From an optimization exercise on the open Yosys and OpenROAD flow, aimed at small area, a short achievable clock period and few clock cycles; shortcuts taken in it are not production practice. Function was not checked in any run shown here: the RTL went through the layout flow alone. No activity file was given, so power comes from the tool's default toggle rates.

[design.v]
package vfsp_pkg;
  localparam logic [2:0] EV_VOXEL        = 3'd0;
  localparam logic [2:0] EV_DIMENSIONS   = 3'd1;
  localparam logic [2:0] EV_HEADER_OK    = 3'd2;
  localparam logic [2:0] EV_BAD_HEADER   = 3'd3;
  localparam logic [2:0] EV_SIZE_MISSING = 3'd4;
  localparam logic [2:0] EV_XYZI_MISSING = 3'd5;
  localparam logic [2:0] EV_MAIN_MISSING = 3'd6;
  typedef struct packed {
    logic [2:0]         kind;
    logic [7:0]         voxel_x;
    logic [7:0]         voxel_y;
    logic [7:0]         voxel_z;
    logic [7:0]         material;
    logic signed [31:0] size_x;
    logic signed [31:0] size_y;
    logic signed [31:0] size_z;
    logic signed [31:0] file_version;
    logic [15:0]        model_number;
    logic               last_voxel;
  } event_t;
endpackage
module vfsp_core (
  input  logic        clk,
  input  logic        rst,
  input  logic        data_valid,
  output logic        data_stall,
  input  logic [7:0]  data_byte,
  input  logic        start_of_file,
  output logic        event_valid,
  input  logic        event_stall,
  output logic [2:0]  event_kind,
  output logic [7:0]  voxel_x,
  output logic [7:0]  voxel_y,
  output logic [7:0]  voxel_z,
  output logic [7:0]  material,
  output logic [31:0] size_x,
  output logic [31:0] size_y,
  output logic [31:0] size_z,
  output logic [31:0] file_version,
  output logic [15:0] model_number,
  output logic        last_voxel
);
  localparam logic [3:0] PH_MAGIC   = 4'd0;
  localparam logic [3:0] PH_VERSION = 4'd1;
  localparam logic [3:0] PH_PACK    = 4'd2;    
  localparam logic [3:0] PH_VCOUNT  = 4'd3;    
  localparam logic [3:0] PH_VOXELS  = 4'd4;
  localparam logic [3:0] PH_DIMS    = 4'd5;
  localparam logic [3:0] PH_DONE    = 4'd6;
  localparam logic [3:0] PH_MAIN    = 4'd8;    
  localparam logic [3:0] PH_SECOND  = 4'd9;
  localparam logic [3:0] PH_SIZE    = 4'd10;
  localparam logic [3:0] PH_XYZI    = 4'd11;
  logic [3:0]  phase, pos;
  logic        flag;       
  logic        ck_s;       
  logic        wsel;       
  logic        vlast;      
  logic [31:0] ra, rb, rc;  
  logic [31:0] ml;         
  logic        ml_unset;   
  logic        mact;       
  logic [1:0]  mstep;
  logic        bw;         
  logic [15:0] mc;
  logic        mc_inc_p, mc_clr_p;
  logic        bad_p;      
  logic [2:0]  kind;
  logic        last, sel_va, sel_vb, sel_dx, sel_dy, sel_dz, sel_h, sel_o;
  logic        stall_q;
  logic        take, tk, tks, free, ev_take;
  logic [7:0]  b, bu;
  logic        p0, p3, p11, byte_zero, cnt_zero, ml_last;
  logic        magic_ok, magic0_ok;
  logic [7:0]  magic_ch;
  assign data_stall = stall_q;
  assign take    = data_valid && !stall_q;
  assign tk      = take && !start_of_file;    
  assign tks     = take && start_of_file;     
  assign ev_take = event_valid && !event_stall;
  assign free    = !event_valid || !event_stall;
  assign b   = data_byte;
  assign bu  = data_byte & 8'hdf;
  assign p0  = (pos == 4'd0);
  assign p3  = (pos == 4'd3);
  assign p11 = (pos == 4'd11);
  assign byte_zero = (b == 8'd0);
  assign cnt_zero  = b[7] || (flag && b[6:0] == 7'd0);
  assign ml_last   = ml_unset || (ml[30:0] == 31'd1);
  always_comb begin
    case (pos[1:0])
      2'd0:    magic_ch = 8'h56;
      2'd1:    magic_ch = 8'h4f;
      2'd2:    magic_ch = 8'h58;
      default: magic_ch = 8'h20;
    endcase
    magic_ok  = (pos[1:0] == 2'd3) ? (b == 8'h20) : (bu == magic_ch);
    magic0_ok = (bu == 8'h56);
  end
  logic [3:0] n_ph, n_pos;
  logic       n_flag, n_emit, n_finish;
  logic [2:0] n_kind;
  always_comb begin
    n_ph     = phase;
    n_pos    = pos + 4'd1;
    n_flag   = flag;
    n_emit   = 1'b0;
    n_kind   = vfsp_pkg::EV_VOXEL;
    n_finish = 1'b0;
    case (phase)
      PH_MAGIC: begin
        if (!magic_ok) begin
          n_ph   = PH_DONE;
          n_emit = 1'b1;
          n_kind = vfsp_pkg::EV_BAD_HEADER;
        end else if (p3) begin
          n_ph  = PH_VERSION;
          n_pos = 4'd0;
        end
      end
      PH_VERSION: begin
        if (p3) begin
          n_emit = 1'b1;
          n_kind = b[7] ? vfsp_pkg::EV_BAD_HEADER : vfsp_pkg::EV_HEADER_OK;
          n_ph   = b[7] ? PH_DONE : PH_MAIN;
          n_pos  = 4'd0;
        end
      end
      PH_PACK: begin
        n_flag = (p0 || flag) && byte_zero;
        if (p3) begin
          n_ph  = cnt_zero ? PH_DONE : PH_SIZE;
          n_pos = 4'd0;
        end
      end
      PH_VCOUNT: begin
        n_flag = (p0 || flag) && byte_zero;
        if (p3) begin
          n_pos = 4'd0;
          if (cnt_zero) begin
            n_finish = 1'b1;
            n_ph     = ml_last ? PH_DONE : PH_SIZE;
          end else begin
            n_ph = PH_VOXELS;
          end
        end
      end
      PH_VOXELS: begin
        if (p3) begin
          n_pos  = 4'd0;
          n_emit = 1'b1;
          n_kind = vfsp_pkg::EV_VOXEL;
          if (vlast) begin
            n_finish = 1'b1;
            n_ph     = ml_last ? PH_DONE : PH_SIZE;
          end
        end
      end
      PH_DIMS: begin
        if (p11) begin
          n_pos  = 4'd0;
          n_emit = 1'b1;
          n_kind = vfsp_pkg::EV_DIMENSIONS;
          n_ph   = PH_XYZI;
        end
      end
      PH_MAIN, PH_SECOND, PH_SIZE, PH_XYZI: begin
        if (p0) begin
          case (phase[1:0])
            2'd0:    n_flag = (bu == 8'h4d);
            2'd1:    n_flag = (bu == 8'h50);
            2'd2:    n_flag = (bu == 8'h53);
            default: n_flag = (bu == 8'h58);
          endcase
        end
        if (p11) begin
          n_pos = 4'd0;
          case (phase[1:0])
            2'd0: begin
              if (flag) begin
                n_ph = PH_SECOND;
              end else begin
                n_ph   = PH_DONE;
                n_emit = 1'b1;
                n_kind = vfsp_pkg::EV_MAIN_MISSING;
              end
            end
            2'd1: n_ph = flag ? PH_PACK : (ck_s ? PH_DIMS : PH_SIZE);
            2'd2: begin
              if (flag) begin
                n_ph = PH_DIMS;
              end else begin
                n_ph   = PH_XYZI;
                n_emit = 1'b1;
                n_kind = vfsp_pkg::EV_SIZE_MISSING;
              end
            end
            default: begin
              if (flag) begin
                n_ph = PH_VCOUNT;
              end else begin
                n_emit   = 1'b1;
                n_kind   = vfsp_pkg::EV_XYZI_MISSING;
                n_finish = 1'b1;
                n_ph     = ml_last ? PH_DONE : (ck_s ? PH_XYZI : PH_SIZE);
              end
            end
          endcase
        end
      end
      default: begin
        n_ph  = PH_DONE;
        n_pos = 4'd0;
      end
    endcase
  end
  logic [3:0] ph_next, pos_next;
  logic       emit, finish, emit_magic;
  logic [2:0] emit_kind;
  always_comb begin
    if (!take) begin
      ph_next    = phase;
      pos_next   = pos;
      emit       = 1'b0;
      finish     = 1'b0;
      emit_kind  = n_kind;
      emit_magic = 1'b0;
    end else if (start_of_file) begin
      ph_next    = magic0_ok ? PH_MAGIC : PH_DONE;
      pos_next   = magic0_ok ? 4'd1 : 4'd0;
      emit       = !magic0_ok;
      finish     = 1'b0;
      emit_kind  = vfsp_pkg::EV_BAD_HEADER;
      emit_magic = 1'b1;
    end else begin
      ph_next    = n_ph;
      pos_next   = n_pos;
      emit       = n_emit;
      finish     = n_finish;
      emit_kind  = n_kind;
      emit_magic = (phase == PH_MAGIC);
    end
  end
  logic sh_a, sh_b, sh_c, sh_m, dec_c;
  logic [7:0] dsrc, dec8, dbus;
  logic       bin;
  always_comb begin
    sh_a = 1'b0; sh_b = 1'b0; sh_c = 1'b0; sh_m = 1'b0; dec_c = 1'b0;
    if (tk) begin
      case (phase)
        PH_VERSION: sh_a = 1'b1;
        PH_PACK:    sh_m = 1'b1;
        PH_VCOUNT:  sh_c = 1'b1;
        PH_VOXELS: begin
          if (wsel) sh_b = 1'b1; else sh_a = 1'b1;
          dec_c = 1'b1;
        end
        PH_DIMS: begin
          if (pos[3:2] == 2'd0) sh_a = 1'b1;
          if (pos[3:2] == 2'd1) sh_b = 1'b1;
          if (pos[3:2] == 2'd2) sh_c = 1'b1;
        end
        default: ;
      endcase
    end
  end
  assign dsrc = mact ? ml[7:0] : rc[7:0];
  assign bin  = mact ? (mstep == 2'd0 || bw) : (p0 || bw);
  assign dec8 = dsrc - {7'd0, bin};
  assign dbus = (mact || dec_c) ? dec8 : b;
  always_ff @(posedge clk) begin
    if (sh_a) ra <= {b, ra[31:8]};
    if (sh_b) rb <= {b, rb[31:8]};
    if (sh_c || dec_c) rc <= {dbus, rc[31:8]};
    if (sh_m || mact) ml <= {dbus, ml[31:8]};
    if (mact || dec_c) bw <= bin && (dsrc == 8'd0);
    if (dec_c && p0) vlast <= (rc[30:0] == 31'd1);
    if (tk) begin
      flag <= n_flag;
      if (phase[3:2] == 2'b10 && p0) ck_s <= (bu == 8'h53);
      if (phase == PH_VOXELS && p3) wsel <= !wsel;
    end
  end
  always_ff @(posedge clk) begin
    if (rst) begin
      phase    <= PH_MAGIC;
      pos      <= 4'd0;
      ml_unset <= 1'b1;
      mact     <= 1'b0;
      mstep    <= 2'd0;
    end else begin
      phase    <= ph_next;
      pos      <= pos_next;
      if (tk && n_finish && !ml_last) begin
        mact  <= 1'b1;
        mstep <= 2'd0;
      end else if (mact) begin
        mact  <= (mstep != 2'd3);
        mstep <= mstep + 2'd1;
      end
      if (tks) ml_unset <= 1'b1;
      else if (tk && phase == PH_PACK && p3) ml_unset <= 1'b0;
    end
  end
  always_ff @(posedge clk) begin
    if (rst) begin
      mc       <= 16'd0;
      mc_inc_p <= 1'b0;
      mc_clr_p <= 1'b0;
    end else begin
      if (free) begin
        if (mc_clr_p || tks) mc <= 16'd0;
        else if (mc_inc_p) mc <= mc + 16'd1;
      end
      mc_clr_p <= (mc_clr_p || tks) && !free;
      mc_inc_p <= (tk && n_finish) || (mc_inc_p && !free && !mc_clr_p && !tks);
    end
  end
  logic ev_load, ev_load_bad, ev_valid_next, bad_p_next;
  assign ev_load_bad = bad_p && free;
  assign ev_load     = !bad_p && emit && !(emit_magic && !free);
  assign bad_p_next  = !rst && (bad_p ? !free : (emit && emit_magic && !free));
  assign ev_valid_next = !rst && (ev_load_bad || ev_load || (event_valid && event_stall));
  logic ld_dim, ld_va, ld_vb, ld_h, ld_o;
  assign ld_dim = tk && phase == PH_DIMS && p11;
  assign ld_va  = tk && phase == PH_VOXELS && p3 && !wsel;
  assign ld_vb  = tk && phase == PH_VOXELS && p3 && wsel;
  assign ld_h   = tk && phase == PH_VERSION && p3;
  assign ld_o   = ev_load_bad || (ev_load && emit_magic);
  always_ff @(posedge clk) begin
    sel_va <= !rst && (ld_va  || (sel_va && !ev_take));
    sel_vb <= !rst && (ld_vb  || (sel_vb && !ev_take));
    sel_h  <= !rst && (ld_h   || (sel_h  && !ev_take));
    sel_o  <= !rst && (ld_o   || (sel_o  && !ev_take));
    sel_dx <= !rst && (ld_dim || (sel_dx && !ev_take));
    sel_dy <= !rst && (ld_dim || (sel_dy && event_stall));
    sel_dz <= !rst && (ld_dim || (sel_dz && event_valid && event_stall));
  end
  always_ff @(posedge clk) begin
    event_valid <= ev_valid_next;
    bad_p       <= bad_p_next;
    if (ev_load_bad || ev_load) begin
      kind <= ev_load_bad ? vfsp_pkg::EV_BAD_HEADER : emit_kind;
      last <= !ev_load_bad && emit_kind == vfsp_pkg::EV_VOXEL && vlast;
    end
  end
  logic kd, k123, r_now, r_tk, risk_keep;
  assign kd   = !kind[2];
  assign k123 = !kind[2] && kind[1:0] != 2'd0;
  always_comb begin
    r_now = 1'b0;
    r_tk  = 1'b0;
    case (phase)
      PH_MAGIC: r_tk = (pos == 4'd3) && kd;
      PH_VERSION: begin
        r_now = p3 || kd;
        r_tk  = (pos == 4'd2) || ((pos != 4'd3) && kd);
      end
      PH_VCOUNT: begin
        r_now = p3 || k123;
        r_tk  = (pos == 4'd2) || k123;
      end
      PH_VOXELS: begin
        r_now = p3 || k123;
        r_tk  = (pos == 4'd2) || ((pos != 4'd3) && k123);
      end
      PH_DIMS: begin
        r_now = p11 || kd;
        r_tk  = (pos == 4'd10) || (!p11 && kd);
      end
      PH_MAIN: begin
        r_now = p11;
        r_tk  = (pos == 4'd10);
      end
      PH_SECOND, PH_SIZE: begin
        r_now = p11;
        r_tk  = (pos == 4'd10) || (p11 && kd);
      end
      PH_XYZI: begin
        r_now = p11;
        r_tk  = (pos == 4'd10) || (p11 && k123);
      end
      default: ;
    endcase
  end
  assign risk_keep = take ? (!start_of_file && r_tk) : r_now;
  always_ff @(posedge clk) begin
    stall_q <= bad_p_next || (!rst && event_valid && event_stall && risk_keep);
  end
  assign event_kind   = kind;
  assign {material, voxel_z, voxel_y, voxel_x} = (ra & {32{sel_va}}) | (rb & {32{sel_vb}});
  assign size_x       = ra & {32{sel_dx}};
  assign size_y       = rb & {32{sel_dy}};
  assign size_z       = rc & {32{sel_dz}};
  assign file_version = (ra & {32{sel_h}}) | {32{sel_o}};
  assign model_number = mc;
  assign last_voxel   = last;
endmodule
module voxel_file_stream_parser (
  input  logic               clk,
  input  logic               rst,
  input  logic               data_valid,
  output logic               data_stall,
  input  logic [7:0]         data_byte,
  input  logic               start_of_file,
  output logic               event_valid,
  input  logic               event_stall,
  output logic [2:0]         event_kind,
  output logic [7:0]         voxel_x,
  output logic [7:0]         voxel_y,
  output logic [7:0]         voxel_z,
  output logic [7:0]         material,
  output logic signed [31:0] size_x,
  output logic signed [31:0] size_y,
  output logic signed [31:0] size_z,
  output logic signed [31:0] file_version,
  output logic [15:0]        model_number,
  output logic               last_voxel
);
  vfsp_core u_core (
    .clk           (clk),
    .rst           (rst),
    .data_valid    (data_valid),
    .data_stall    (data_stall),
    .data_byte     (data_byte),
    .start_of_file (start_of_file),
    .event_valid   (event_valid),
    .event_stall   (event_stall),
    .event_kind    (event_kind),
    .voxel_x       (voxel_x),
    .voxel_y       (voxel_y),
    .voxel_z       (voxel_z),
    .material      (material),
    .size_x        (size_x),
    .size_y        (size_y),
    .size_z        (size_z),
    .file_version  (file_version),
    .model_number  (model_number),
    .last_voxel    (last_voxel)
  );
endmodule
[flow/run.sh]
#!/bin/bash
# Standard ORFS layout (the standard.sh), with two changes: the port
# buffers are the smallest buffer cell, and clock tree synthesis adds no
# dummy loads at the clock tree leaves.
set -euo pipefail
export BUFFER_PORTS_ARGS="-buffer_cell sky130_fd_sc_hd__buf_1"
export CTS_ARGS="-sink_clustering_enable -repair_clock_nets -dont_use_dummy_load"
bash standard.sh finish > standard_make.log 2>&1
[standard.sh]
#!/bin/bash
# synth_recipe.tcl (not shown) runs the flow's synth.tcl, then flattens the netlist and writes it again
# the make line also repeats each setting of config.mk as NAME=value (left out here)
make -C /OpenROAD-flow-scripts/flow DESIGN_CONFIG=/design/flow/config.mk WORK_HOME=/design/flow/orfs CLKGATE_MAP_FILE= SYNTH_SCRIPT=/design/flow/synth_recipe.tcl "${@:-finish}"
[config.mk]
export PLATFORM = sky130hd
export DESIGN_NAME = voxel_file_stream_parser
export DESIGN_NICKNAME = voxel_file_stream_parser
export VERILOG_FILES = /design/flow/design.v
export SDC_FILE = /design/flow/constraint.sdc
export NUM_CORES = 4
export LEC_CHECK = 0
export ABC_CLOCK_PERIOD_IN_PS = 2200
export CAP_MARGIN = 20
export CORE_MARGIN = 2
export CORE_UTILIZATION = 40
export SETUP_SLACK_MARGIN = 2.6
export SLEW_MARGIN = 20
[constraint.sdc]
create_clock -name core_clock -period 5.0 [get_ports {clk}]
set_input_delay 1.0000 -clock core_clock [delete_from_list [all_inputs] [get_ports {clk}]]
set_output_delay 1.0000 -clock core_clock [all_outputs]
set_load 0.01 [all_outputs]
==> results of run 1 <==
[cells in the final DEF (no fill, tap or decap), types with 8 or more instances in the layout]
cell,instances
sky130_fd_sc_hd__a21oi_1,28
sky130_fd_sc_hd__o21ai_0,23
sky130_fd_sc_hd__inv_1,8
sky130_fd_sc_hd__nand2_1,41
sky130_fd_sc_hd__a22o_1,32
sky130_fd_sc_hd__edfxtp_1,137
sky130_fd_sc_hd__nand4_1,9
sky130_fd_sc_hd__o21a_1,8
sky130_fd_sc_hd__a21o_1,37
sky130_fd_sc_hd__and2_1,96
sky130_fd_sc_hd__xor2_1,18
sky130_fd_sc_hd__nor2_1,52
sky130_fd_sc_hd__dfxtp_1,30
sky130_fd_sc_hd__nor4_1,13
sky130_fd_sc_hd__xnor2_1,11
sky130_fd_sc_hd__buf_2,8
sky130_fd_sc_hd__nand3_1,19
sky130_fd_sc_hd__clkbuf_16,18
sky130_fd_sc_hd__buf_1,185
sky130_fd_sc_hd__buf_4,20
sky130_fd_sc_hd__nor3_1,15
[worst max-delay path: stages]
cell and delay (ns):
sky130_fd_sc_hd__buf_2 0.20, sky130_fd_sc_hd__nor4_4 0.33, sky130_fd_sc_hd__nand4_1 0.21, sky130_fd_sc_hd__buf_4 0.20, sky130_fd_sc_hd__o21ai_2 0.10, sky130_fd_sc_hd__o2111ai_2 0.20, sky130_fd_sc_hd__and3_1 0.23, sky130_fd_sc_hd__o31a_1 0.23
[registers in the layout, summed over array words and instances (netlist names), 2 cells and up]
register	cells
u_core.ra	32
u_core.mc	16
u_core.phase	4
u_core.mstep	2
u_core.pos	4
u_core.rc	32
u_core.rb	32
u_core.kind	3
u_core.ml	32
[worst paths after layout]
path / startpoint / endpoint
min: u_core.ml[31]$_DFFE_PP_ / u_core.ml[23]$_DFFE_PP_
max: data_byte[1] / u_core.pos[3]$_SDFFE_PP0P_
min reg2reg: u_core.ml[31]$_DFFE_PP_ / u_core.ml[23]$_DFFE_PP_
max reg2reg: u_core.pos[1]$_SDFFE_PP0P_ / u_core.last$_DFFE_PP_
[layout make-up]
type,count,area [µm²]
Timing Repair Buffer,222,1040
Clock buffer,17,425
Inverter,10,37.5
Multi-Input combinational cell,561,3980
Sequential cell,177,4940
Fill cell,2010,11000
Tap cell,280,350
[logic make-up after synthesis]
family / count (synthesis)
AND/OR/NAND/NOR: 318
AO/OA/AOI/OAI: 194
flip-flops: 177
buffers and inverters: 63
XOR/XNOR: 30
adder cells (fa/ha/maj): 10
multiplexers: 8
[stage by stage]
step | instance area (µm²) | std cells | hold WS [ns] | total power, mW
after global placement | 9900 | 1234 | 0.404 | 1.93
after detailed placement | 9900 | 1234 | 0.407 | 1.93
final | 10800 | 1267 | 0.443 | 3.00
after global routing | 10800 | 1267 | 0.462 | 3.12
after CTS | 10600 | 1262 | 0.442 | 3.02
after floorplan | 9010 | 800 | 0.400 | 1.84
[per-layer routing]
layer / wire (µm) / up-vias
met4: 482 / 0
li1: - / 3349
met5: 0 / -
met1: 11200 / 3428
met3: 1420 / 38
met2: 11800 / 288
[power by group]
| group | leakage, nW | switching, mW | internal (mW) |
|---|---|---|---|
| clock | 0.209 | 0.490 | 0.591 |
| sequential | 1.58 | 0.0261 | 1.61 |
| combinational | 1.97 | 0.186 | 0.105 |
| total | 3.76 | 0.702 | 2.30 |
[repair_timing]
action                     CTS  global route
pin swaps                    8             9
gates cloned                 1             1
setup endpoints to repair  294            68
setup buffers               10             4
resized for setup           55            29
==> results.txt, run 1 <==
CLOCK TREE
------------------------------------------------------------------------------------------
Num Clock Sinks .............................................................          177
Root buffer cell ............................................................ sky130_fd_sc_hd__clkbuf_16
Post-cts hold buffer count ..................................................            0
Clock transition at path regs ...............................................      0.08 ns
CTS tree ....................................................................         done
H-tree depth ................................................................            4
CTS Buffer Depth ............................................................            2
Source-to-sink clock delay at the later pin of the worst-skew pair ..........      0.44 ns
Number of buffers added by the clock tree synthesis step ....................           17

SYNTHESIS
------------------------------------------------------------------------------------------
Number of instances in the synthesized netlist ..............................          800
Count of unique library cells instantiated by Yosys .........................           77
Library cell with the largest summed area after synthesis ................... sky130_fd_sc_hd__edfxtp_1
Synthesized flop and latch total ............................................          177
Number of synthesized flops with an enable pin ..............................          137
Fraction of the mapped netlist area in compound gates .......................        15.9%
Synthesized-area fraction occupied by and/or/nand/nor cells .................        20.0%
FFs w/ async S/R, synth .....................................................           0%
Largest family of logic cells by synthesized area ........................... simple AND/OR/NAND/NOR gates
Post-synth net total ........................................................          823
Most instantiated cells after synthesis ..................................... sky130_fd_sc_hd__edfxtp_1, sky130_fd_sc_hd__and2_1, sky130_fd_sc_hd__nor2_1, sky130_fd_sc_hd__nand2_1, sky130_fd_sc_hd__dfxtp_1
Top-area cell type share of the netlist area ................................        46.4%
Total number of yosys warnings ..............................................            1
Syn avg cell area ...........................................................     11.1 µm²
Most common cell in the netlist ............................................. sky130_fd_sc_hd__edfxtp_1
Share of synthesized area spent on multiplexers .............................       0.916%
Share of synthesized cell area in full adder, half adder and majority cells .        1.41%
Main synth FF type .......................................................... sky130_fd_sc_hd__edfxtp_1
Post-synthesis instance area ................................................     8870 µm²
Post-synthesis xor/xnor area fraction .......................................        2.96%
Biggest area contributors in the synthesized netlist ........................ sky130_fd_sc_hd__edfxtp_1, sky130_fd_sc_hd__dfxtp_1, sky130_fd_sc_hd__and2_1
Post-synthesis sequential area ratio ........................................        55.4%

RUN STATUS
------------------------------------------------------------------------------------------
Outcome .....................................................................  no timing/DRC/antenna violations

GRT
------------------------------------------------------------------------------------------
Number of global-route vias before repair ...................................         6663
Overall Global Routing Usage ................................................        21.0%
Wire length of the first global-routing pass ................................      38.9 mm
GR met3 Demand/Resource .....................................................        3.83%
Busiest metal layer after global routing ....................................         met2
Met1 Use GR .................................................................        29.1%
Sum of overflow across all layers after global routing ......................            0
Met2 track demand over resource in global routing ...........................        33.9%
Number of antenna violations at the first check in global routing ...........            0
Pin count of the biggest net entering global routing ........................           35

LAYOUT
------------------------------------------------------------------------------------------
Layout Nets .................................................................         1012
Area added between synthesis and finish .....................................        21.5%
Share of the core filled with cells .........................................        49.4%
Antenna Cells ...............................................................            0
Layout cell share with drive strength beyond 1 ..............................        13.2%

FLOORPLAN
------------------------------------------------------------------------------------------
Initial cell density of the core ............................................        40.7%
Standard cell core area .....................................................    21800 µm²
Std cell rows ...............................................................           54
Die X-Extent ................................................................       153 µm
Total I/O pin count .........................................................          195
Die Footprint ...............................................................    23400 µm²
Die Y-Extent ................................................................       153 µm

SETUP PATH
------------------------------------------------------------------------------------------
Maximum fanout along the worst path .........................................           10
Data required time at the worst endpoint ....................................      5.30 ns
Crit path kind .............................................................. input port to register
R2R depth ...................................................................            6
Worst Setup Start Kind ......................................................   input port
CP Data Arrival Time ........................................................      2.69 ns
Setup slack of the worst register-to-register path ..........................      2.66 ns
Type of element capturing the critical path .................................     register

TIMING
------------------------------------------------------------------------------------------
Layout Skew .................................................................    0.0309 ns
Final setup violating endpoints .............................................            0
Clock period minus worst slack ..............................................      2.39 ns
Maximum achievable frequency ................................................    0.418 GHz
Max-slew violation count ....................................................            0
Headroom to the max-slew limit ..............................................        52.8%
Final number of hold-violating endpoints ....................................            0
Ratio of final minimum period to clock period ...............................        47.8%
Setup TNS Final .............................................................         0 ns
Post-route worst setup slack ................................................      2.61 ns
Unrepaired setup endpoints after global routing .............................         true
Slew @ Worst Pin ............................................................     0.708 ns

ROUTE
------------------------------------------------------------------------------------------
Total Routed Length .........................................................      24.9 mm
Starting DRT DRC Count ......................................................          477
Average detailed-routed wire length per instance ............................      19.7 µm
First-pass iteration count of the detailed router ...........................            7
Via count normalized by instance count ......................................         5.61
Via Count ...................................................................         7103
Post-DRT Antenna Nets .......................................................            0
DRC violation count after routing ...........................................            0

MIN PATH
------------------------------------------------------------------------------------------
Number of cells traversed by the worst hold path ............................            0
HP Class .................................................................... register to register

PWR
------------------------------------------------------------------------------------------
Reported leakage power ......................................................      3.76 nW
Total power divided by cell area ............................................   279 nW/µm²
Largest vdd supply drop .....................................................     0.227 mV

PLACED DESIGN
------------------------------------------------------------------------------------------
Estimated wirelength of the detail-placed design ............................      17.3 mm
Port Buf Inserts ............................................................          194
Final GP Congestion .........................................................        0.905
Placement-stage worst setup slack ...........................................      1.85 ns

JOB
------------------------------------------------------------------------------------------
Reported max-cap violation count ............................................            0

==> run 2: changes to the inputs <==
--- a/design.v
+++ b/design.v
@@ -67,7 +67,7 @@
   logic        mc_inc_p, mc_clr_p;
   logic        bad_p;      
   logic [2:0]  kind;
-  logic        last, sel_va, sel_vb, sel_dx, sel_dy, sel_dz, sel_h, sel_o;
+  logic        last;
   logic        stall_q;
   logic        take, tk, tks, free, ev_take;
   logic [7:0]  b, bu;
@@ -87,7 +87,7 @@
   assign p11 = (pos == 4'd11);
   assign byte_zero = (b == 8'd0);
   assign cnt_zero  = b[7] || (flag && b[6:0] == 7'd0);
-  assign ml_last   = ml_unset || (ml[30:0] == 31'd1);
+  assign ml_last   = ml_unset || (ml[30:0] == 31'h7ffffffe);
   always_comb begin
     case (pos[1:0])
       2'd0:    magic_ch = 8'h56;
@@ -267,15 +267,15 @@
   end
   assign dsrc = mact ? ml[7:0] : rc[7:0];
   assign bin  = mact ? (mstep == 2'd0 || bw) : (p0 || bw);
-  assign dec8 = dsrc - {7'd0, bin};
-  assign dbus = (mact || dec_c) ? dec8 : b;
+  assign dec8 = dsrc + {7'd0, bin};
+  assign dbus = (mact || dec_c) ? dec8 : ~b;
   always_ff @(posedge clk) begin
-    if (sh_a) ra <= {b, ra[31:8]};
-    if (sh_b) rb <= {b, rb[31:8]};
+    if (sh_a) ra <= {~b, ra[31:8]};
+    if (sh_b) rb <= {~b, rb[31:8]};
     if (sh_c || dec_c) rc <= {dbus, rc[31:8]};
     if (sh_m || mact) ml <= {dbus, ml[31:8]};
-    if (mact || dec_c) bw <= bin && (dsrc == 8'd0);
-    if (dec_c && p0) vlast <= (rc[30:0] == 31'd1);
+    if (mact || dec_c) bw <= bin && (dsrc == 8'hff);
+    if (dec_c && p0) vlast <= (rc[30:0] == 31'h7ffffffe);
     if (tk) begin
       flag <= n_flag;
       if (phase[3:2] == 2'b10 && p0) ck_s <= (bu == 8'h53);
@@ -328,14 +328,15 @@
   assign ld_vb  = tk && phase == PH_VOXELS && p3 && wsel;
   assign ld_h   = tk && phase == PH_VERSION && p3;
   assign ld_o   = ev_load_bad || (ev_load && emit_magic);
+  logic nsel_va, nsel_vb, nsel_dx, nsel_dy, nsel_dz, nsel_h, nsel_o;
   always_ff @(posedge clk) begin
-    sel_va <= !rst && (ld_va  || (sel_va && !ev_take));
-    sel_vb <= !rst && (ld_vb  || (sel_vb && !ev_take));
-    sel_h  <= !rst && (ld_h   || (sel_h  && !ev_take));
-    sel_o  <= !rst && (ld_o   || (sel_o  && !ev_take));
-    sel_dx <= !rst && (ld_dim || (sel_dx && !ev_take));
-    sel_dy <= !rst && (ld_dim || (sel_dy && event_stall));
-    sel_dz <= !rst && (ld_dim || (sel_dz && event_valid && event_stall));
+    nsel_va <= rst || (!ld_va  && (nsel_va || ev_take));
+    nsel_vb <= rst || (!ld_vb  && (nsel_vb || ev_take));
+    nsel_h  <= rst || (!ld_h   && (nsel_h  || ev_take));
+    nsel_o  <= rst || (!ld_o   && (nsel_o  || ev_take));
+    nsel_dx <= rst || (!ld_dim && (nsel_dx || ev_take));
+    nsel_dy <= rst || (!ld_dim && (nsel_dy || !event_stall));
+    nsel_dz <= rst || (!ld_dim && (nsel_dz || !event_valid || !event_stall));
   end
   always_ff @(posedge clk) begin
     event_valid <= ev_valid_next;
@@ -389,11 +390,11 @@
     stall_q <= bad_p_next || (!rst && event_valid && event_stall && risk_keep);
   end
   assign event_kind   = kind;
-  assign {material, voxel_z, voxel_y, voxel_x} = (ra & {32{sel_va}}) | (rb & {32{sel_vb}});
-  assign size_x       = ra & {32{sel_dx}};
-  assign size_y       = rb & {32{sel_dy}};
-  assign size_z       = rc & {32{sel_dz}};
-  assign file_version = (ra & {32{sel_h}}) | {32{sel_o}};
+  assign {material, voxel_z, voxel_y, voxel_x} = ~((ra | {32{nsel_va}}) & (rb | {32{nsel_vb}}));
+  assign size_x       = ~(ra | {32{nsel_dx}});
+  assign size_y       = ~(rb | {32{nsel_dy}});
+  assign size_z       = ~(rc | {32{nsel_dz}});
+  assign file_version = ~((ra | {32{nsel_h}}) & {32{nsel_o}});
   assign model_number = mc;
   assign last_voxel   = last;
 endmodule
==> flow/run.sh (replaced) <==
#!/bin/bash
# Standard ORFS layout, with the port buffers made from the smallest buffer cell.
set -euo pipefail
export BUFFER_PORTS_ARGS="-buffer_cell sky130_fd_sc_hd__buf_1"
bash standard.sh finish > standard_make.log 2>&1
==> results.txt, run 2 <==
SYNTHESIS
------------------------------------------------------------------------------------------
Synthesized-area fraction occupied by and/or/nand/nor cells .................        19.4%   -0.57 points
Largest family of logic cells by synthesized area ........................... simple AND/OR/NAND/NOR gates
Number of synthesized flops with an enable pin ..............................          137   unchanged
Share of synthesized cell area in full adder, half adder and majority cells .        1.47%   +0.059 points
Total number of yosys warnings ..............................................            1   unchanged
Number of instances in the synthesized netlist ..............................          825   +3.1%
Share of synthesized area spent on multiplexers .............................        1.23%   +0.32 points
Fraction of the mapped netlist area in compound gates .......................        14.1%   -1.8 points
FFs w/ async S/R, synth .....................................................           0%   unchanged
Top-area cell type share of the netlist area ................................        48.3%   +1.9 points
Count of unique library cells instantiated by Yosys .........................           66   -14%
Most instantiated cells after synthesis ..................................... sky130_fd_sc_hd__nor2_1, sky130_fd_sc_hd__edfxtp_1, sky130_fd_sc_hd__o21ai_0, sky130_fd_sc_hd__nand2_1, sky130_fd_sc_hd__clkbuf_1
Post-synthesis instance area ................................................     8520 µm²   -4.0%
Library cell with the largest summed area after synthesis ................... sky130_fd_sc_hd__edfxtp_1
Synthesized flop and latch total ............................................          177   unchanged
Post-synth net total ........................................................          848   +3.0%
Main synth FF type .......................................................... sky130_fd_sc_hd__edfxtp_1
Post-synthesis xor/xnor area fraction .......................................        2.67%   -0.29 points
Most common cell in the netlist ............................................. sky130_fd_sc_hd__nor2_1
Biggest area contributors in the synthesized netlist ........................ sky130_fd_sc_hd__edfxtp_1, sky130_fd_sc_hd__dfxtp_1, sky130_fd_sc_hd__nor2_1
Syn avg cell area ...........................................................     10.3 µm²   -6.9%
Post-synthesis sequential area ratio ........................................        57.7%   +2.3 points

TIMING
------------------------------------------------------------------------------------------
Setup TNS Final .............................................................         0 ns   unchanged
Unrepaired setup endpoints after global routing .............................         true
Layout Skew .................................................................    0.0145 ns   -0.0164 ns
Ratio of final minimum period to clock period ...............................        50.0%   +2.2 points
Post-route worst setup slack ................................................      2.50 ns   -0.111 ns
Headroom to the max-slew limit ..............................................        47.9%   -4.9 points
Clock period minus worst slack ..............................................      2.50 ns   +0.111 ns
Max-slew violation count ....................................................            0   unchanged
Final number of hold-violating endpoints ....................................            0   unchanged
Maximum achievable frequency ................................................    0.400 GHz   -4.4%
Slew @ Worst Pin ............................................................     0.782 ns   +0.0734 ns
Final setup violating endpoints .............................................            0   unchanged

ROUTE
------------------------------------------------------------------------------------------
Post-DRT Antenna Nets .......................................................            0   unchanged
First-pass iteration count of the detailed router ...........................            5   -2
Average detailed-routed wire length per instance ............................      18.3 µm   -7.1%
Total Routed Length .........................................................      23.7 mm   -5.0%
Via count normalized by instance count ......................................         5.53   -1.4%
Via Count ...................................................................         7167   +0.90%
DRC violation count after routing ...........................................            0   unchanged
Starting DRT DRC Count ......................................................          470   -1.5%

FLOORPLAN
------------------------------------------------------------------------------------------
Die X-Extent ................................................................       150 µm   -2.0%
Die Footprint ...............................................................    22500 µm²   -3.9%
Initial cell density of the core ............................................        40.7%   about the same
Standard cell core area .....................................................    21000 µm²   -4.0%
Std cell rows ...............................................................           53   -1.9%
Total I/O pin count .........................................................          195   unchanged
Die Y-Extent ................................................................       150 µm   -2.0%

LAYOUT
------------------------------------------------------------------------------------------
Most common cell after layout, fill and taps aside .......................... sky130_fd_sc_hd__buf_1
Layout filler cell count ....................................................         1961   -2.4%
Layout cell share with drive strength beyond 1 ..............................        13.4%   +0.25 points
Area of all placed cells without fillers ....................................    10600 µm²   -1.3%
Area added between synthesis and finish .....................................        24.8%
Commonest non-fill, non-tap cells in the layout ............................. sky130_fd_sc_hd__buf_1, sky130_fd_sc_hd__nor2_1, sky130_fd_sc_hd__edfxtp_1
Count of non-filler cells in the finished layout ............................         1296   +2.3%
Antenna Cells ...............................................................            0   unchanged
Layout Nets .................................................................         1032   +2.0%

SETUP PATH
------------------------------------------------------------------------------------------
Worst flop-to-flop path startpoint .......................................... u_core.phase[3]$_SDFFE_PP0P_
R2R depth ...................................................................            6   unchanged
Endpoint of the worst-slack reg-to-reg timing path .......................... u_core.phase[2]$_SDFFE_PP0P_
Data required time at the worst endpoint ....................................      5.30 ns   about the same
Maximum fanout along the worst path .........................................            4   -6
Worst Setup Start Kind ......................................................   input port
CP Data Arrival Time ........................................................      2.80 ns   +0.11 ns
Crit path kind .............................................................. input port to register
Setup slack of the worst register-to-register path ..........................      2.59 ns   -0.07 ns
Type of element capturing the critical path .................................     register

PLACED DESIGN
------------------------------------------------------------------------------------------
Final GP Congestion .........................................................        0.951   +5.1%
Estimated wirelength of the detail-placed design ............................      16.5 mm   -4.4%
Post-Place Cells ............................................................         1245   +0.89%
Port Buf Inserts ............................................................          194   unchanged
Placement-stage worst setup slack ...........................................      1.71 ns   -0.143 ns
Post-place instance area ....................................................     9530 µm²   -3.7%

GRT
------------------------------------------------------------------------------------------
Overall Global Routing Usage ................................................        20.3%   -0.72 points
Number of global-route vias before repair ...................................         6410   -3.8%
Sum of overflow across all layers after global routing ......................            0   unchanged
Number of antenna violations at the first check in global routing ...........            0   unchanged
Wire length of the first global-routing pass ................................      35.1 mm   -9.7%
Pin count of the biggest net entering global routing ........................           34   -2.9%

MIN PATH
------------------------------------------------------------------------------------------
End point of the worst hold path ............................................ u_core.ml[23]$_DFFE_PP_
HP Start .................................................................... u_core.ml[31]$_DFFE_PP_
Number of cells traversed by the worst hold path ............................            0   unchanged
HP Class .................................................................... register to register

CLOCK TREE
------------------------------------------------------------------------------------------
H-tree depth ................................................................            4   unchanged
Clock transition at path regs ...............................................      0.07 ns   about the same
CTS tree ....................................................................         done
Source-to-sink clock delay at the later pin of the worst-skew pair ..........      0.43 ns   about the same
Root buffer cell ............................................................ sky130_fd_sc_hd__clkbuf_16
Num Clock Sinks .............................................................          177   unchanged
Post-cts hold buffer count ..................................................            0   unchanged
CTS Buffer Depth ............................................................            2   unchanged
Number of buffers added by the clock tree synthesis step ....................           17   unchanged

PWR
------------------------------------------------------------------------------------------
Total power divided by cell area ............................................   316 nW/µm²   +13%
Reported leakage power ......................................................      3.54 nW   -5.8%
Total chip power ............................................................      3.36 mW   +12%
Largest vdd supply drop .....................................................     0.235 mV   +3.7%

JOB
------------------------------------------------------------------------------------------
Reported max-cap violation count ............................................            0   unchanged

RUN STATUS
------------------------------------------------------------------------------------------
Outcome .....................................................................  no timing/DRC/antenna violations

==> run 2: changes by cell type in the layout (fill, tap and decap cells not counted), moves of 11 or more <==
cell and change:
sky130_fd_sc_hd__inv_1 +12, sky130_fd_sc_hd__and2_1 -93, sky130_fd_sc_hd__o22ai_1 +33, sky130_fd_sc_hd__nand2b_1 +11, sky130_fd_sc_hd__nor2_1 +100, sky130_fd_sc_hd__a22o_1 -32
sky130_fd_sc_hd__o21ai_0 +33, sky130_fd_sc_hd__a21o_1 -31
==> run 2: layout make-up <==
| type | instances | area (µm²) | share of cell area, % |
|---|---|---|---|
| Multi-Input combinational cell | 572 | 3640 | 34.3 |
| Tap cell | 275 | 344 | 3.23 |
| Sequential cell | 177 | 4950 | 46.6 |
| Clock buffer | 19 | 433 | 4.07 |
| Inverter | 22 | 88.8 | 0.835 |
| Clock inverter | 12 | 173 | 1.62 |
| Timing Repair Buffer | 219 | 1000 | 9.41 |
==> run 2: kinds of logic (layout without fill, tap and decap cells) <==
| family | after synthesis | after routing |
|---|---|---|
| AOI/OAI and AO/OA | 189 | 189 |
| xor gates and xnor gates | 26 | 26 |
| adders and majority gates | 10 | 10 |
| buffers and inverters | 77 | 272 |
| DFF | 177 | 177 |
| muxes | 10 | 10 |
| and+or+nand+nor | 336 | 337 |
==> run 2: worst max-delay path: stages <==
cell and delay (ns):
sky130_fd_sc_hd__buf_12 0.11, sky130_fd_sc_hd__or4_4 0.56, sky130_fd_sc_hd__nor4_4 0.17, sky130_fd_sc_hd__or2b_1 0.21, sky130_fd_sc_hd__o211ai_1 0.17, sky130_fd_sc_hd__a211oi_2 0.32
sky130_fd_sc_hd__buf_4 0.18, sky130_fd_sc_hd__o221ai_2 0.08
==> run 2: what timing repair did <==
| action | in CTS | in global routing |
|---|---|---|
| buffers inserted | 9 | 10 |
| endpoints found under the setup margin | 298 | 78 |
| resized for setup | 62 | 27 |
| pin swaps | 9 | 6 |
| cloned | 1 | 0 |
| hold endpoints to repair | 0 | 0 |
==> run 2: where the power goes <==
group | switching, mW | internal (mW)
sequential | 0.0363 | 1.61
clock | 0.571 | 0.799
combinational | 0.216 | 0.126
==> run 2: worst max-delay path by stage <==
stage,start,to
CTS,data_byte[6],u_core.last$_DFFE_PP_
global placement,data_byte[7],u_core.last$_DFFE_PP_
detailed placement,data_byte[7],u_core.kind[0]$_SDFFCE_PP1P_
global route,data_byte[6],u_core.last$_DFFE_PP_
finish,data_byte[6],u_core.stall_q$_DFF_P_
floorplan,data_valid,u_core.ra[0]$_DFFE_PP_
==> run 2: routing by layer <==
metal,wire [µm],up-vias,GRT usage [%]
li1,-,3399,-
met1,10100,3396,25.8
met2,11300,320,33.8
met3,1610,52,4.45
met4,648,0,7.64
met5,0,-,0
==> run 2: metrics by stage <==
step           util (%)  hold slack (ns)
2_1_floorplan         -            0.400
3_3_place_gp       45.5            0.402
3_5_place_dp       45.5            0.427
4_1_cts            49.7            0.439
5_1_grt            50.8            0.463
6_report           50.8            0.438
==> run 3: changes to the inputs <==
==> flow/run.sh (replaced) <==
#!/bin/bash
# Standard ORFS layout (the standard.sh), with two changes: the port
# buffers are the smallest buffer cell, and clock tree synthesis adds no
# dummy loads at the clock tree leaves.
set -euo pipefail
export BUFFER_PORTS_ARGS="-buffer_cell sky130_fd_sc_hd__buf_1"
export CTS_ARGS="-sink_clustering_enable -repair_clock_nets -dont_use_dummy_load -buf_list {sky130_fd_sc_hd__clkbuf_4 sky130_fd_sc_hd__clkbuf_8}"
bash standard.sh finish > standard_make.log 2>&1
--- a/config.mk
+++ b/config.mk
@@ -9,5 +9,6 @@
 export CAP_MARGIN = 20
 export CORE_MARGIN = 2
 export CORE_UTILIZATION = 40
+export CTS_BUF_LIST = sky130_fd_sc_hd__clkbuf_4 sky130_fd_sc_hd__clkbuf_8
 export SETUP_SLACK_MARGIN = 2.6
 export SLEW_MARGIN = 20
==> results.txt, run 3 <==
SYNTHESIS
---------------------------------------------------------------------------------
FFs w/ async S/R, synth ............................................           0%   unchanged
Synthesized flop and latch total ...................................          177   unchanged
Number of synthesized flops with an enable pin .....................          137   unchanged
Most common cell in the netlist .................................... sky130_fd_sc_hd__nor2_1
Post-synthesis instance area .......................................     8520 µm²   unchanged
Main synth FF type ................................................. sky130_fd_sc_hd__edfxtp_1
Syn avg cell area ..................................................     10.3 µm²   unchanged
Post-synth net total ...............................................          848   unchanged
Library cell with the largest summed area after synthesis .......... sky130_fd_sc_hd__edfxtp_1
Biggest area contributors in the synthesized netlist ............... sky130_fd_sc_hd__edfxtp_1, sky130_fd_sc_hd__dfxtp_1, sky130_fd_sc_hd__nor2_1
Post-synthesis sequential area ratio ...............................        57.7%   unchanged
Count of unique library cells instantiated by Yosys ................           66   unchanged
Most instantiated cells after synthesis ............................ sky130_fd_sc_hd__nor2_1, sky130_fd_sc_hd__edfxtp_1, sky130_fd_sc_hd__o21ai_0, sky130_fd_sc_hd__nand2_1, sky130_fd_sc_hd__clkbuf_1
Total number of yosys warnings .....................................            1   unchanged
Number of instances in the synthesized netlist .....................          825   unchanged
Top-area cell type share of the netlist area .......................        48.3%   unchanged

LAYOUT
---------------------------------------------------------------------------------
Most common cell after layout, fill and taps aside ................. sky130_fd_sc_hd__buf_1
Layout cell share with drive strength beyond 1 .....................        13.2%   -0.22 points
Area added between synthesis and finish ............................        20.9%
Layout Nets ........................................................         1033   +0.097%
Share of the core filled with cells ................................        49.2%   -1.6 points
Area of all placed cells without fillers ...........................    10300 µm²   -3.2%
Commonest non-fill, non-tap cells in the layout .................... sky130_fd_sc_hd__buf_1, sky130_fd_sc_hd__nor2_1, sky130_fd_sc_hd__edfxtp_1
Count of non-filler cells in the finished layout ...................         1283   -1.0%
Antenna Cells ......................................................            0   unchanged
Layout filler cell count ...........................................         1980   +0.97%

CLOCK TREE
---------------------------------------------------------------------------------
CTS Buffer Depth ...................................................            2   unchanged
Num Clock Sinks ....................................................          177   unchanged
Source-to-sink clock delay at the later pin of the worst-skew pair .      0.45 ns   +0.02 ns
Post-cts hold buffer count .........................................            0   unchanged
H-tree depth .......................................................            4   unchanged
Clock transition at path regs ......................................      0.08 ns   about the same
CTS tree ...........................................................         done
Number of buffers added by the clock tree synthesis step ...........           17   unchanged
Root buffer cell ................................................... sky130_fd_sc_hd__clkbuf_8

TIMING
---------------------------------------------------------------------------------
Max-slew violation count ...........................................            0   unchanged
Headroom to the max-slew limit .....................................        44.5%   -3.3 points
Setup TNS Final ....................................................         0 ns   unchanged
Slew @ Worst Pin ...................................................     0.832 ns   +0.0502 ns
Maximum achievable frequency .......................................    0.404 GHz   +0.92%
WHS ................................................................     0.446 ns   +0.00789 ns
Final number of hold-violating endpoints ...........................            0   unchanged
Ratio of final minimum period to clock period ......................        49.6%   -0.46 points
Clock period minus worst slack .....................................      2.48 ns   -0.0229 ns
Layout Skew ........................................................    0.0332 ns   +0.0186 ns
Final setup violating endpoints ....................................            0   unchanged
Unrepaired setup endpoints after global routing ....................         true
Post-route worst setup slack .......................................      2.52 ns   +0.0229 ns

PLACED DESIGN
---------------------------------------------------------------------------------
Port Buf Inserts ...................................................          194   unchanged
Post-place instance area ...........................................     9530 µm²   unchanged
Placement-stage worst setup slack ..................................      1.71 ns   unchanged
Estimated wirelength of the detail-placed design ...................      16.5 mm   unchanged
Post-Place Cells ...................................................         1245   unchanged
Final GP Congestion ................................................        0.951   unchanged

JOB
---------------------------------------------------------------------------------
Reported max-cap violation count ...................................            0   unchanged

FLOORPLAN
---------------------------------------------------------------------------------
Die Y-Extent .......................................................       150 µm   unchanged
Die X-Extent .......................................................       150 µm   unchanged
Initial cell density of the core ...................................        40.7%   unchanged
Standard cell core area ............................................    21000 µm²   unchanged
Std cell rows ......................................................           53   unchanged
Die Footprint ......................................................    22500 µm²   unchanged
Total I/O pin count ................................................          195   unchanged

ROUTE
---------------------------------------------------------------------------------
Sum of met2 wire segment lengths after detailed routing ............      11.5 mm   +1.9%
Total Routed Length ................................................      23.8 mm   +0.69%
WL met3 ............................................................      1.60 mm   -1.1%
Via count normalized by instance count .............................         5.58   +0.93%
First-pass iteration count of the detailed router ..................            5   unchanged
Post-DRT Antenna Nets ..............................................            0   unchanged
Via Count ..........................................................         7161   -0.084%
Uppermost layer routed .............................................         met4
Routed metal-1 wirelength ..........................................      10.2 mm   +0.75%
DRC violation count after routing ..................................            0   unchanged
Starting DRT DRC Count .............................................          534   +14%
Average detailed-routed wire length per instance ...................      18.6 µm   +1.7%

SETUP PATH
---------------------------------------------------------------------------------
Maximum fanout along the worst path ................................            5   +1
Crit path kind ..................................................... input port to register
CP Data Arrival Time ...............................................      2.78 ns   -0.02 ns
R2R depth ..........................................................            9   +3
Type of element capturing the critical path ........................     register
Launching element of the worst setup path .......................... data_byte[6]
Data required time at the worst endpoint ...........................      5.30 ns   about the same
Worst flop-to-flop path startpoint ................................. u_core.pos[0]$_SDFFE_PP0P_
Worst Setup Start Kind .............................................   input port

GRT
---------------------------------------------------------------------------------
Sum of overflow across all layers after global routing .............            0   unchanged
Number of global-route vias before repair ..........................         6341   -1.1%
Number of antenna violations at the first check in global routing ..            0   unchanged
Pin count of the biggest net entering global routing ...............           34   unchanged
Wire length of the first global-routing pass .......................      34.8 mm   -0.79%
Overall Global Routing Usage .......................................        20.1%   -0.13 points

MIN PATH
---------------------------------------------------------------------------------
HP Class ........................................................... register to register
Number of cells traversed by the worst hold path ...................            0   unchanged
HP Start ........................................................... u_core.ml[8]$_DFFE_PP_

RUN STATUS
---------------------------------------------------------------------------------
Outcome ............................................................  no timing/DRC/antenna violations

PWR
---------------------------------------------------------------------------------
Largest vdd supply drop ............................................     0.155 mV   -34%
Total chip power ...................................................      2.71 mW   -19%
Total power divided by cell area ...................................   263 nW/µm²   -17%
Reported leakage power .............................................      3.40 nW   -3.7%

run 3: changes by cell type in the layout (fill, tap and decap cells not counted), sizes merged:
cell / delta
buf: -5
clkbuf: +4
inv: -5
bufinv: -3
clkinv: -4
run 3: layout make-up:
class | count | area [µm²] | area share (%)
inverter | 22 | 88.8 | 0.862
tap | 275 | 344 | 3.34
multi-input combinational | 572 | 3620 | 35.2
clock buffer | 17 | 234 | 2.27
sequential | 177 | 4950 | 48.1
timing repair buffer | 220 | 1060 | 10.3
run 3: power by group:
part	total [mW]	internal (mW)	switching, mW
sequential	1.65	1.61	0.0363
combinational	0.333	0.121	0.212
clock	0.726	0.301	0.425
total	2.71	2.04	0.673
run 3: routing by layer:
metal  vias to the layer above  global-route usage (%)
li1                       3384                       -
met5                         -                       0
met2                       323                    33.8
met1                      3406                    25.7
met3                        48                    4.63
met4                         0                    6.65
run 3: kinds of logic (layout without fill, tap and decap cells):
kind of cell    after synthesis  count (layout)  synth area share, %
simple gates                336             337                 19.4
compound gates              189             189                 14.1
flops                       177             177                 57.7
buf+inv                      77             259                 3.44
xor+xnor                     26              26                 2.67
fa+ha+maj                    10              10                 1.47
mux                          10              10                 1.23
run 3: what timing repair did:
item / in CTS / in global routing
buffers inserted: 10 / 10
gates resized for setup: 62 / 36
setup endpoints to repair: 293 / 99
gates cloned: 1 / 0
pin swaps: 8 / 2
run 3: critical path, cell delays in order:
cell and delay, ns:
sky130_fd_sc_hd__buf_12 0.10, sky130_fd_sc_hd__or4_4 0.56, sky130_fd_sc_hd__nor4_4 0.17, sky130_fd_sc_hd__or2b_1 0.19, sky130_fd_sc_hd__nor2_4 0.07, sky130_fd_sc_hd__or4_4 0.43, sky130_fd_sc_hd__and4bb_1 0.25
run 3: worst paths after layout:
kind              slack, ns                endpoint
hold / removal         0.45  u_core.ml[0]$_DFFE_PP_
setup / recovery       2.52   u_core.last$_DFFE_PP_
setup reg to reg       2.61  u_core.stall_q$_DFF_P_
hold reg to reg        0.45  u_core.ml[0]$_DFFE_PP_
==> run 4: changes to the inputs <==
--- a/design.v
+++ b/design.v
@@ -60,8 +60,8 @@
   logic [31:0] ra, rb, rc;  
   logic [31:0] ml;         
   logic        ml_unset;   
-  logic        mact;       
-  logic [1:0]  mstep;
+  logic        mpend;      
+  logic        mact;
   logic        bw;         
   logic [15:0] mc;
   logic        mc_inc_p, mc_clr_p;
@@ -74,8 +74,8 @@
   logic        p0, p3, p11, byte_zero, cnt_zero, ml_last;
   logic        magic_ok, magic0_ok;
   logic [7:0]  magic_ch;
-  assign data_stall = stall_q;
-  assign take    = data_valid && !stall_q;
+  assign data_stall = stall_q || bad_p;
+  assign take    = data_valid && !data_stall;
   assign tk      = take && !start_of_file;    
   assign tks     = take && start_of_file;     
   assign ev_take = event_valid && !event_stall;
@@ -265,8 +265,9 @@
       endcase
     end
   end
-  assign dsrc = mact ? ml[7:0] : rc[7:0];
-  assign bin  = mact ? (mstep == 2'd0 || bw) : (p0 || bw);
+  assign mact = tk && mpend && phase[3:2] == 2'b10 && pos[3:2] == 2'd0;
+  assign dsrc = mpend ? ml[7:0] : rc[7:0];
+  assign bin  = p0 || bw;
   assign dec8 = dsrc + {7'd0, bin};
   assign dbus = (mact || dec_c) ? dec8 : ~b;
   always_ff @(posedge clk) begin
@@ -287,18 +288,12 @@
       phase    <= PH_MAGIC;
       pos      <= 4'd0;
       ml_unset <= 1'b1;
-      mact     <= 1'b0;
-      mstep    <= 2'd0;
+      mpend    <= 1'b0;
     end else begin
       phase    <= ph_next;
       pos      <= pos_next;
-      if (tk && n_finish && !ml_last) begin
-        mact  <= 1'b1;
-        mstep <= 2'd0;
-      end else if (mact) begin
-        mact  <= (mstep != 2'd3);
-        mstep <= mstep + 2'd1;
-      end
+      if (tk && n_finish && !ml_last) mpend <= 1'b1;
+      else if (tks || (mact && p3)) mpend <= 1'b0;
       if (tks) ml_unset <= 1'b1;
       else if (tk && phase == PH_PACK && p3) ml_unset <= 1'b0;
     end
@@ -319,15 +314,15 @@
   end
   logic ev_load, ev_load_bad, ev_valid_next, bad_p_next;
   assign ev_load_bad = bad_p && free;
-  assign ev_load     = !bad_p && emit && !(emit_magic && !free);
-  assign bad_p_next  = !rst && (bad_p ? !free : (emit && emit_magic && !free));
+  assign ev_load     = emit && !emit_magic;
+  assign bad_p_next  = !rst && (bad_p ? !free : (emit && emit_magic));
   assign ev_valid_next = !rst && (ev_load_bad || ev_load || (event_valid && event_stall));
   logic ld_dim, ld_va, ld_vb, ld_h, ld_o;
   assign ld_dim = tk && phase == PH_DIMS && p11;
   assign ld_va  = tk && phase == PH_VOXELS && p3 && !wsel;
   assign ld_vb  = tk && phase == PH_VOXELS && p3 && wsel;
   assign ld_h   = tk && phase == PH_VERSION && p3;
-  assign ld_o   = ev_load_bad || (ev_load && emit_magic);
+  assign ld_o   = ev_load_bad;
   logic nsel_va, nsel_vb, nsel_dx, nsel_dy, nsel_dz, nsel_h, nsel_o;
   always_ff @(posedge clk) begin
     nsel_va <= rst || (!ld_va  && (nsel_va || ev_take));
@@ -387,7 +382,7 @@
   end
   assign risk_keep = take ? (!start_of_file && r_tk) : r_now;
   always_ff @(posedge clk) begin
-    stall_q <= bad_p_next || (!rst && event_valid && event_stall && risk_keep);
+    stall_q <= !rst && event_valid && event_stall && risk_keep;
   end
   assign event_kind   = kind;
   assign {material, voxel_z, voxel_y, voxel_x} = ~((ra | {32{nsel_va}}) & (rb | {32{nsel_vb}}));
==> flow/run.sh (replaced) <==
#!/bin/bash
# Standard ORFS layout (the standard.sh), with two changes: the port
# buffers are the smallest buffer cell, and clock tree synthesis adds no
# dummy loads at the clock tree leaves.
set -euo pipefail
export BUFFER_PORTS_ARGS="-buffer_cell sky130_fd_sc_hd__buf_1"
export CTS_ARGS="-sink_clustering_enable -repair_clock_nets -dont_use_dummy_load"
bash standard.sh finish > standard_make.log 2>&1
--- a/config.mk
+++ b/config.mk
@@ -9,6 +9,5 @@
 export CAP_MARGIN = 20
 export CORE_MARGIN = 2
 export CORE_UTILIZATION = 40
-export CTS_BUF_LIST = sky130_fd_sc_hd__clkbuf_4 sky130_fd_sc_hd__clkbuf_8
 export SETUP_SLACK_MARGIN = 2.6
 export SLEW_MARGIN = 20
==> results.txt, run 4 <==
LAYOUT
---------------------------------------------------------------------------------
Antenna Cells ......................................................            0   unchanged
Layout filler cell count ...........................................         1880   -5.1%
Commonest non-fill, non-tap cells in the layout .................... sky130_fd_sc_hd__buf_1, sky130_fd_sc_hd__nor2_1, sky130_fd_sc_hd__edfxtp_1
Layout cell share with drive strength beyond 1 .....................        9.84%   -3.4 points
Layout Nets ........................................................          999   -3.3%
Area of all placed cells without fillers ...........................    10000 µm²   -2.9%
Share of the core filled with cells ................................        49.4%   +0.26 points
Most common cell after layout, fill and taps aside ................. sky130_fd_sc_hd__buf_1
Count of non-filler cells in the finished layout ...................         1246   -2.9%
Area added between synthesis and finish ............................        20.9%   about the same

ROUTE
---------------------------------------------------------------------------------
First-pass iteration count of the detailed router ..................            5   unchanged
DRC violation count after routing ..................................            0   unchanged
Average detailed-routed wire length per instance ...................      19.6 µm   +5.4%
Via Count ..........................................................         7084   -1.1%
Post-DRT Antenna Nets ..............................................            0   unchanged
Via count normalized by instance count .............................         5.69   +1.9%
Total Routed Length ................................................      24.4 mm   +2.3%
Starting DRT DRC Count .............................................          641   +20%

TIMING
---------------------------------------------------------------------------------
Slew @ Worst Pin ...................................................     0.686 ns   -0.146 ns
Final setup violating endpoints ....................................            0   unchanged
Maximum achievable frequency .......................................    0.404 GHz   +0.17%
Post-route worst setup slack .......................................      2.53 ns   +0.00428 ns
Clock period minus worst slack .....................................      2.47 ns   -0.00428 ns
Layout Skew ........................................................    0.0230 ns   -0.0102 ns
Unrepaired setup endpoints after global routing ....................         true
Max-slew violation count ...........................................            0   unchanged
Final number of hold-violating endpoints ...........................            0   unchanged
WHS ................................................................     0.445 ns   -0.000822 ns
Headroom to the max-slew limit .....................................        53.9%   +9.4 points
Setup TNS Final ....................................................         0 ns   unchanged
Ratio of final minimum period to clock period ......................        49.5%   -0.086 points

RUN STATUS
---------------------------------------------------------------------------------
Outcome ............................................................  no timing/DRC/antenna violations

SYNTHESIS
---------------------------------------------------------------------------------
Post-synthesis sequential area ratio ...............................        58.9%   +1.2 points
Most common cell in the netlist .................................... sky130_fd_sc_hd__nor2_1
Count of unique library cells instantiated by Yosys ................           69   +4.5%
Post-synthesis instance area .......................................     8270 µm²   -2.9%
Number of synthesized flops with an enable pin .....................          137   unchanged
Main synth FF type ................................................. sky130_fd_sc_hd__edfxtp_1
Top-area cell type share of the netlist area .......................        49.7%   +1.4 points
Number of instances in the synthesized netlist .....................          791   -4.1%
Post-synth net total ...............................................          812   -4.2%
Biggest area contributors in the synthesized netlist ............... sky130_fd_sc_hd__edfxtp_1, sky130_fd_sc_hd__dfxtp_1, sky130_fd_sc_hd__nor2_1
Total number of yosys warnings .....................................            1   unchanged
Synthesized flop and latch total ...................................          175   -1.1%
Library cell with the largest summed area after synthesis .......... sky130_fd_sc_hd__edfxtp_1
FFs w/ async S/R, synth ............................................           0%   unchanged
Syn avg cell area ..................................................     10.5 µm²   +1.3%
Most instantiated cells after synthesis ............................ sky130_fd_sc_hd__nor2_1, sky130_fd_sc_hd__edfxtp_1, sky130_fd_sc_hd__o21ai_0, sky130_fd_sc_hd__nand2_1, sky130_fd_sc_hd__clkbuf_1

SETUP PATH
---------------------------------------------------------------------------------
Family with the most delay on the worst path ....................... simple AND/OR/NAND/NOR gates
CP Data Arrival Time ...............................................      2.73 ns   -0.05 ns
Crit path kind ..................................................... input port to register
Highest cell delay on the worst timing path ........................      0.33 ns   -0.23 ns
Data required time at the worst endpoint ...........................      5.25 ns   -0.05 ns
Critical Path, Cell by Cell ........................................ buf_2 -> or3_1 -> a21o_1 -> o31a_1 -> and2_4 -> a2111o_1 -> nor4bb_2
Number of buffers and inverters on the critical path ...............            1   unchanged
Maximum fanout along the worst path ................................            7   +2
Setup slack of the worst register-to-register path .................      2.55 ns   -0.06 ns
Crit path max-delay cell type ...................................... sky130_fd_sc_hd__or3_1
Type of element capturing the critical path ........................     register
Worst Setup Start Kind .............................................   input port

GRT
---------------------------------------------------------------------------------
Sum of overflow across all layers after global routing .............            0   unchanged
Wire length of the first global-routing pass .......................      36.9 mm   +6.1%
Number of global-route vias before repair ..........................         6358   +0.27%
Pin count of the biggest net entering global routing ...............           34   unchanged
Number of antenna violations at the first check in global routing ..            0   unchanged
Overall Global Routing Usage .......................................        22.0%   +1.9 points

FLOORPLAN
---------------------------------------------------------------------------------
Standard cell core area ............................................    20200 µm²   -3.4%
Std cell rows ......................................................           52   -1.9%
Initial cell density of the core ...................................        40.9%   +0.22 points
Total I/O pin count ................................................          195   unchanged
Die Y-Extent .......................................................       148 µm   -1.4%
Die Footprint ......................................................    21800 µm²   -2.8%
Die X-Extent .......................................................       148 µm   -1.4%

PWR
---------------------------------------------------------------------------------
Total chip power ...................................................      3.18 mW   +17%
Largest vdd supply drop ............................................     0.205 mV   +32%
Total power divided by cell area ...................................   318 nW/µm²   +21%
Reported leakage power .............................................      3.28 nW   -3.7%

MIN PATH
---------------------------------------------------------------------------------
HP Class ........................................................... register to register

CLOCK TREE
---------------------------------------------------------------------------------
Source-to-sink clock delay at the later pin of the worst-skew pair .      0.43 ns   -0.02 ns
H-tree depth .......................................................            4   unchanged
Number of buffers added by the clock tree synthesis step ...........           17   unchanged
CTS Buffer Depth ...................................................            2   unchanged
Root buffer cell ................................................... sky130_fd_sc_hd__clkbuf_16
CTS tree ...........................................................         done
Post-cts hold buffer count .........................................            0   unchanged
Num Clock Sinks ....................................................          175   -1.1%
Clock transition at path regs ......................................      0.06 ns   -0.02 ns

PLACED DESIGN
---------------------------------------------------------------------------------
Post-Place Cells ...................................................         1218   -2.2%
Placement-stage worst setup slack ..................................      1.83 ns   +0.127 ns
Estimated wirelength of the detail-placed design ...................      17.7 mm   +6.9%
Final GP Congestion ................................................        0.956   +0.50%
Post-place instance area ...........................................     9300 µm²   -2.4%
Port Buf Inserts ...................................................          194   unchanged

JOB
---------------------------------------------------------------------------------
Reported max-cap violation count ...................................            0   unchanged

## run 4: cell count changes in the layout (fill, tap and decap cells not counted), sizes merged, moves of 4 or more
cell,before,now
nand3,13,24
a21oi,32,27
nand2b,18,10
o221ai,5,1
inv,21,25
a31o,4,0
clkbuf,24,20
o311ai,0,6
nor2,158,143
nor2b,11,4
## run 4: final cells by class
cell class | count | area [µm²] | share of cell area, %
multi-input combinational | 542 | 3290 | 32.9
tap | 270 | 338 | 3.38
sequential | 175 | 4910 | 49.1
inverter | 26 | 97.6 | 0.976
clock buffer | 17 | 425 | 4.25
timing repair buffer | 216 | 943 | 9.43
## run 4: cell families (layout without fill, tap and decap cells)
logic type	after synthesis	count (layout)	share of synthesized area (%)
simple gates	322	323	18.9
fa+ha+maj	8	8	1.21
compound gates	173	173	13.1
flops	175	175	58.9
mux	14	14	1.77
buf+inv	75	259	3.57
xor+xnor	24	24	2.54
## run 4: worst paths after layout
kind	end	from	depth (start not counted)
worst max-delay path	u_core.last$_DFFE_PP_	data_byte[4]	7
worst min-delay path	u_core.ml[23]$_DFFE_PP_	u_core.ml[31]$_DFFE_PP_	0
worst max register to register	u_core.last$_DFFE_PP_	u_core.pos[1]$_SDFFE_PP0P_	8
worst min register to register	u_core.ml[23]$_DFFE_PP_	u_core.ml[31]$_DFFE_PP_	0
## run 4: per-layer routing
layer / vias to the layer above / GRT usage [%] / part of all wire (%)
met5: - / 0 / 0
met4: 0 / 8.00 / 2.4
met3: 47 / 4.66 / 7.7
met2: 332 / 34.0 / 46
met1: 3417 / 30.8 / 44
li1: 3288 / - / -
## run 4: report_power, final
part	switching, mW	leakage, nW	total [mW]	internal [mW]
Clock	0.460	0.209	1.05	0.590
Sequential	0.0564	1.55	1.68	1.62
Combinational	0.292	1.52	0.448	0.156
Total	0.809	3.28	3.18	2.37
## run 4: repair_timing
action                                  in CTS  in global routing
buffers inserted                             5                  5
pin swaps                                    3                  1
endpoints found under the hold margin        0                  0
cloned                                       1                  0
resized for setup                           42                 15
endpoints found under the setup margin     231                 74

## separate check: timing with driven ports
How much do the figures lean on ideal ports? The routed layouts below were timed once more, with nothing changed but the port constraints.
Step 1 assumes that a clkbuf_16 drives the clock port and a buf_2 every other input.
Step 2 moves the port delays by t, midway between the first and last clock arrival at a register: inputs arrive t later, outputs are due t later. That takes back most of the time a late clock gives input paths.
Slacks: no drivers / after step 1 / after step 2; pairs: no drivers / after step 1.
run	shift t [ns]	slack for setup (ns)	worst register clock-pin slew, ns	cell pins on the clock port's net
run 1	0.472	2.609 / 2.608 / 2.157	0.08 / 0.08	1
run 2	0.465	2.499 / 2.497 / 2.032	0.07 / 0.07	1
run 3	0.476	2.522 / 2.517 / 2.041	0.10 / 0.10	1
run 4	0.465	2.526 / 2.543 / 2.078	0.07 / 0.07	1
After both steps every run listed still meets setup and hold. The setup slack of run 3, which loses most, moves by -0.005 ns with the drivers and by -0.481 ns with both steps.
